Background: an optimization exercise with open tools, aiming at small area and a short achievable clock period. Do not read the settings as production practice.
At most, simulation tests tie the RTL to the original design; equivalence was not proved.
Power is estimated from default activity; no workload was simulated.

## main
==> flow/design.v <==
package systolic_pkg;
    localparam int ARRAY_SIZE = 4;
    localparam int OPERAND_W  = 8;
    localparam int PRODUCT_W  = 16;
    localparam int DIGIT_W = 4;
    localparam logic [15:0] ACC_INIT = 16'h0AC0;
    localparam int DONE_AT = 16;    
endpackage
`timescale 1ns/1ps
module booth_recoder (
    input  logic       clk,
    input  logic       act,
    input  logic       hi,
    input  logic [7:0] b,
    output logic [3:0] dl,    
    output logic [3:0] dh     
);
    function automatic logic [3:0] encode(input logic [2:0] g, input logic en);
        logic one, two, neg;
        one = g[1] ^ g[0];
        two = (g[2] & ~g[1] & ~g[0]) | (~g[2] & g[1] & g[0]);
        neg = g[2];
        encode = en ? {~neg, neg, two, one} : 4'b0;
    endfunction
    logic [2:0] gl, gh;
    assign gh = hi ? b[7:5] : b[3:1];
    assign gl = hi ? b[5:3] : {b[1:0], 1'b0};
    always_ff @(posedge clk) begin
        dl <= encode(gl, act);
        dh <= encode(gh, act);
    end
endmodule
`timescale 1ns/1ps
module booth_multiplier (
    input  logic [7:0] a,
    input  logic [3:0] d,     
    output logic [8:0] row
);
    logic [8:0] a2;
    assign a2 = {a, 1'b0};
    for (genvar k = 0; k < 8; k++) begin : g_bit
        assign row[k] = ((d[0] & a[k]) | (d[1] & a2[k])) ^ d[2];
    end
    assign row[8] = ((d[0] | d[1]) & a[7]) ^ d[3];
endmodule
`timescale 1ns/1ps
module mac_cell (
    input  logic        clk,
    input  logic        keep,
    input  logic        shift,
    input  logic        init,
    input  logic [7:0]  a,
    input  logic [3:0]  dl,
    input  logic [3:0]  dh,
    output logic [15:0] acc
);
    localparam logic [15:0] K = systolic_pkg::ACC_INIT;
    logic [8:0]  rl, rh;
    logic [15:0] f, s, c, sum;
    logic [19:0] acc_sh;
    logic [11:0] cy;       
    logic [3:0]  cs;       
    logic [3:0]  cin;
    logic [16:0] rip;
    logic [3:0]  cout;
    booth_multiplier u_rl (.a(a), .d(dl), .row(rl));
    booth_multiplier u_rh (.a(a), .d(dh), .row(rh));
    assign acc_sh = {acc, 4'b0};
    for (genvar k = 0; k < 16; k++) begin : g_fb
        assign f[k] = (keep & acc[k]) | (shift & acc_sh[k]) | (init & K[k]);
    end
    assign cin[0] = dl[2];
    assign cin[1] = keep & cs[1];
    assign cin[2] = (keep & cs[2]) | (shift & cs[1]);
    assign cin[3] = (keep & cs[3]) | (shift & cs[2]);
    assign s[1:0] = f[1:0];
    assign c[1:0] = rl[1:0];
    assign c[2]   = dh[2];
    assign cy[2:0] = '0;
    for (genvar k = 2; k <= 8; k++) begin : g_csa
        assign s[k]    = f[k] ^ rl[k] ^ rh[k-2];
        assign cy[k+1] = (f[k] & rl[k]) | (f[k] & rh[k-2]) | (rl[k] & rh[k-2]);
    end
    assign c[8:3] = cy[8:3];
    assign s[9]   = f[9] ^ rh[7];
    assign cy[10] = f[9] & rh[7];
    assign s[10]  = f[10] ^ rh[8];
    assign cy[11] = f[10] & rh[8];
    assign c[11:9] = cy[11:9];
    assign c[15:12] = '0;
    assign s[15:11] = f[15:11];
    for (genvar b = 0; b < 4; b++) begin : g_cpa
        logic [3:0] p, g;
        logic [4:0] cc;
        assign p = s[4*b +: 4] ^ c[4*b +: 4];
        assign g = s[4*b +: 4] & c[4*b +: 4];
        assign cc[0] = cin[b];
        assign cc[1] = g[0] | (p[0] & cin[b]);
        assign cc[2] = g[1] | (p[1] & g[0]) | (p[1] & p[0] & cin[b]);
        assign cc[3] = g[2] | (p[2] & g[1]) | (p[2] & p[1] & g[0]) | (p[2] & p[1] & p[0] & cin[b]);
        assign cc[4] = g[3] | (p[3] & g[2]) | (p[3] & p[2] & g[1]) | (p[3] & p[2] & p[1] & g[0])
                     | (p[3] & p[2] & p[1] & p[0] & cin[b]);
        assign sum[4*b +: 4] = p ^ cc[3:0];
        assign rip[4*b+4] = cc[4];
    end
    assign rip[0] = 1'b0;
    assign cout = {rip[12], rip[8], rip[4], 1'b0};
    always_ff @(posedge clk) begin
        acc <= sum;
        cs  <= cout;
    end
endmodule
`timescale 1ns/1ps
module array_ctrl (
    input  logic       clk,
    input  logic       rst,
    output logic [3:0] load,       
    output logic       act_next,   
    output logic       hi_next,    
    output logic       keep,       
    output logic       shift,      
    output logic       init,       
    output logic       done
);
    logic [4:0] count;
    always_ff @(posedge clk or negedge rst) begin
        if (!rst) begin
            count <= '0;
            done  <= 1'b0;
        end else begin
            if (count != systolic_pkg::DONE_AT) count <= count + 1'b1;
            if (count == systolic_pkg::DONE_AT) done <= 1'b1;
        end
    end
    for (genvar n = 0; n < 4; n++) begin : g_load
        assign load[n] = (count <= n + 4);
    end
    assign act_next = (count >= 4) && (count <= 11);
    assign hi_next  = (count <= 7);
    always_ff @(posedge clk) begin
        init  <= (count == 4);
        shift <= (count == 8);
        keep  <= (count != 4) && (count != 8);
    end
endmodule
`timescale 1ns/1ps
module systolic_array (
    input  logic           clk,
    input  logic           rst,
    input  logic [31:0]    a_lanes,
    input  logic [31:0]    b_lanes,
    output logic [255:0]   c,
    output logic           done
);
    localparam int N = systolic_pkg::ARRAY_SIZE;
    logic [3:0]  load;
    logic        act_next, hi_next, keep, shift, init;
    logic [7:0]  ra [N][4];
    logic [3:0]  rb_lo [N][4];
    logic [3:0]  rb_hi [N][3];
    logic [7:0]  a_tap [N];
    logic [3:0]  dl [N];
    logic [3:0]  dh [N];
    array_ctrl u_ctrl (
        .clk      (clk),
        .rst      (rst),
        .load     (load),
        .act_next (act_next),
        .hi_next  (hi_next),
        .keep     (keep),
        .shift    (shift),
        .init     (init),
        .done     (done)
    );
    for (genvar n = 0; n < N; n++) begin : g_lane
        always_ff @(posedge clk) begin
            ra[n][0] <= load[n] ? a_lanes[8*n +: 8] : ra[n][3];
            for (int k = 1; k < 4; k++) ra[n][k] <= ra[n][k-1];
        end
        assign a_tap[n] = ra[n][3-n];
        logic [3:0] lo_in;
        logic [7:0] b_rd;
        assign lo_in = load[n] ? b_lanes[8*n +: 4] : rb_lo[n][3];
        always_ff @(posedge clk) begin
            rb_lo[n][0] <= lo_in;
            for (int k = 1; k < 4; k++) rb_lo[n][k] <= rb_lo[n][k-1];
        end
        if (n == 3) begin : g_rd_in
            assign b_rd = {b_lanes[8*n+4 +: 4], lo_in};
        end else begin : g_rd_ring
            always_ff @(posedge clk) begin
                rb_hi[n][0] <= b_lanes[8*n+4 +: 4];
                for (int k = 1; k <= 2 - n; k++) rb_hi[n][k] <= rb_hi[n][k-1];
            end
            assign b_rd = {rb_hi[n][2-n], rb_lo[n][2-n]};
        end
        booth_recoder u_rec (
            .clk (clk),
            .act (act_next),
            .hi  (hi_next),
            .b   (b_rd),
            .dl  (dl[n]),
            .dh  (dh[n])
        );
    end
    for (genvar i = 0; i < N; i++) begin : g_row
        for (genvar j = 0; j < N; j++) begin : g_col
            mac_cell u_cell (
                .clk   (clk),
                .keep  (keep),
                .shift (shift),
                .init  (init),
                .a     (a_tap[i]),
                .dl    (dl[j]),
                .dh    (dh[j]),
                .acc   (c[16*(4*i+j) +: 16])
            );
        end
    end
endmodule
Settings: LEC_CHECK=0, CAP_MARGIN=20, CORE_MARGIN=2, CORE_UTILIZATION=60, CTS_CLUSTER_DIAMETER=120, CTS_CLUSTER_SIZE=22, PLACE_DENSITY=0.75, SETUP_SLACK_MARGIN=2.9, SLEW_MARGIN=20; clock period 5.5 ns.
standard.sh (not shown) runs the stock make flow with config.mk's settings and CLKGATE_MAP_FILE= SYNTH_SCRIPT=/design/flow/synth_recipe.tcl, a recipe that flattens the netlist after the stock synthesis.
==> flow/flow/run.sh <==
#!/bin/bash
# The standard layout (standard.sh, unchanged synthesis and steps), except
# that the port buffers are plain buffers instead of the delay buffers
# buffer_ports picks by default. make's full output goes to standard_make.log.
set -euo pipefail
export BUFFER_PORTS_ARGS="-buffer_cell sky130_fd_sc_hd__buf_1"
bash standard.sh > standard_make.log 2>&1
Looking at the reports, main completed the entire flow and the layout it produced met the timing, DRC and antenna checks.
## Diff of input files: the feature branch against main
diff --git a/flow/design.v b/flow/design.v
--- a/flow/design.v
+++ b/flow/design.v
@@ -1,28 +1,28 @@
 package systolic_pkg;
     localparam int ARRAY_SIZE = 4;
     localparam int OPERAND_W  = 8;
     localparam int PRODUCT_W  = 16;
-    localparam int DIGIT_W = 4;
+    localparam int DIGIT_W = 5;
     localparam logic [15:0] ACC_INIT = 16'h0AC0;
     localparam int DONE_AT = 16;    
 endpackage
 `timescale 1ns/1ps
 module booth_recoder (
     input  logic       clk,
     input  logic       act,
     input  logic       hi,
     input  logic [7:0] b,
-    output logic [3:0] dl,    
-    output logic [3:0] dh     
-);
-    function automatic logic [3:0] encode(input logic [2:0] g, input logic en);
+    output logic [4:0] dl,    
+    output logic [4:0] dh     
+);
+    function automatic logic [4:0] encode(input logic [2:0] g, input logic en);
         logic one, two, neg;
         one = g[1] ^ g[0];
         two = (g[2] & ~g[1] & ~g[0]) | (~g[2] & g[1] & g[0]);
         neg = g[2];
-        encode = en ? {~neg, neg, two, one} : 4'b0;
+        encode = en ? {~neg, one | two, neg, two, one} : 5'b0;
     endfunction
     logic [2:0] gl, gh;
     assign gh = hi ? b[7:5] : b[3:1];
     assign gl = hi ? b[5:3] : {b[1:0], 1'b0};
     always_ff @(posedge clk) begin
@@ -31,29 +31,29 @@
     end
 endmodule
 `timescale 1ns/1ps
 module booth_multiplier (
     input  logic [7:0] a,
-    input  logic [3:0] d,     
+    input  logic [4:0] d,     
     output logic [8:0] row
 );
     logic [8:0] a2;
     assign a2 = {a, 1'b0};
     for (genvar k = 0; k < 8; k++) begin : g_bit
         assign row[k] = ((d[0] & a[k]) | (d[1] & a2[k])) ^ d[2];
     end
-    assign row[8] = ((d[0] | d[1]) & a[7]) ^ d[3];
+    assign row[8] = (d[3] & a[7]) ^ d[4];
 endmodule
 `timescale 1ns/1ps
 module mac_cell (
     input  logic        clk,
     input  logic        keep,
     input  logic        shift,
     input  logic        init,
     input  logic [7:0]  a,
-    input  logic [3:0]  dl,
-    input  logic [3:0]  dh,
+    input  logic [4:0]  dl,
+    input  logic [4:0]  dh,
     output logic [15:0] acc
 );
     localparam logic [15:0] K = systolic_pkg::ACC_INIT;
     logic [8:0]  rl, rh;
     logic [15:0] f, s, c, sum;
@@ -157,12 +157,12 @@
     logic        act_next, hi_next, keep, shift, init;
     logic [7:0]  ra [N][4];
     logic [3:0]  rb_lo [N][4];
     logic [3:0]  rb_hi [N][3];
     logic [7:0]  a_tap [N];
-    logic [3:0]  dl [N];
-    logic [3:0]  dh [N];
+    logic [4:0]  dl [N];
+    logic [4:0]  dh [N];
     array_ctrl u_ctrl (
         .clk      (clk),
         .rst      (rst),
         .load     (load),
         .act_next (act_next),
==> notes.md <==
Compared with main, the feature branch shows first-pass GRT wire length that has gone up slightly.
Looking at logic gate share of total power across the feature branch and main, the one that comes out lower is the feature branch.
Fmax: the feature branch better than main
~same core area in the feature branch and main
As far as power spent charging and discharging nets is concerned, the feature branch and main perform about the same.
The area growth from synthesis to layout of the feature branch falls short of that of main by 2.0 points.
Re synthesized netlist net count: the feature branch and main aren't equal, and the higher value belongs to the feature branch.
The fraction of area in registers in the feature branch was higher than what main gave.
No functional check of the RTL was part of main.

re-timing with driven ports:
Ports are ideal in the flow. The routed layouts listed here were re-timed in OpenROAD. Step 1 assumes that a clkbuf_16 drives the clock port and a buf_2 every other input. Step 2 also shifts input and output timing later by t, the mid clock arrival at the registers, as if the neighbouring blocks saw the same clock. a / b / c = no drivers / after step 1 / after step 2; a / b = the first two.
| run | shift t [ns] | slack for setup (ns) | worst data-port slew with drivers (ns) |
|---|---|---|---|
| main | 0.682 | 2.884 / 2.884 / 2.884 | 0.06 |
| the feature branch | 0.689 | 2.930 / 2.874 / 2.930 | 0.05 |
After both steps every run listed still meets setup and hold.
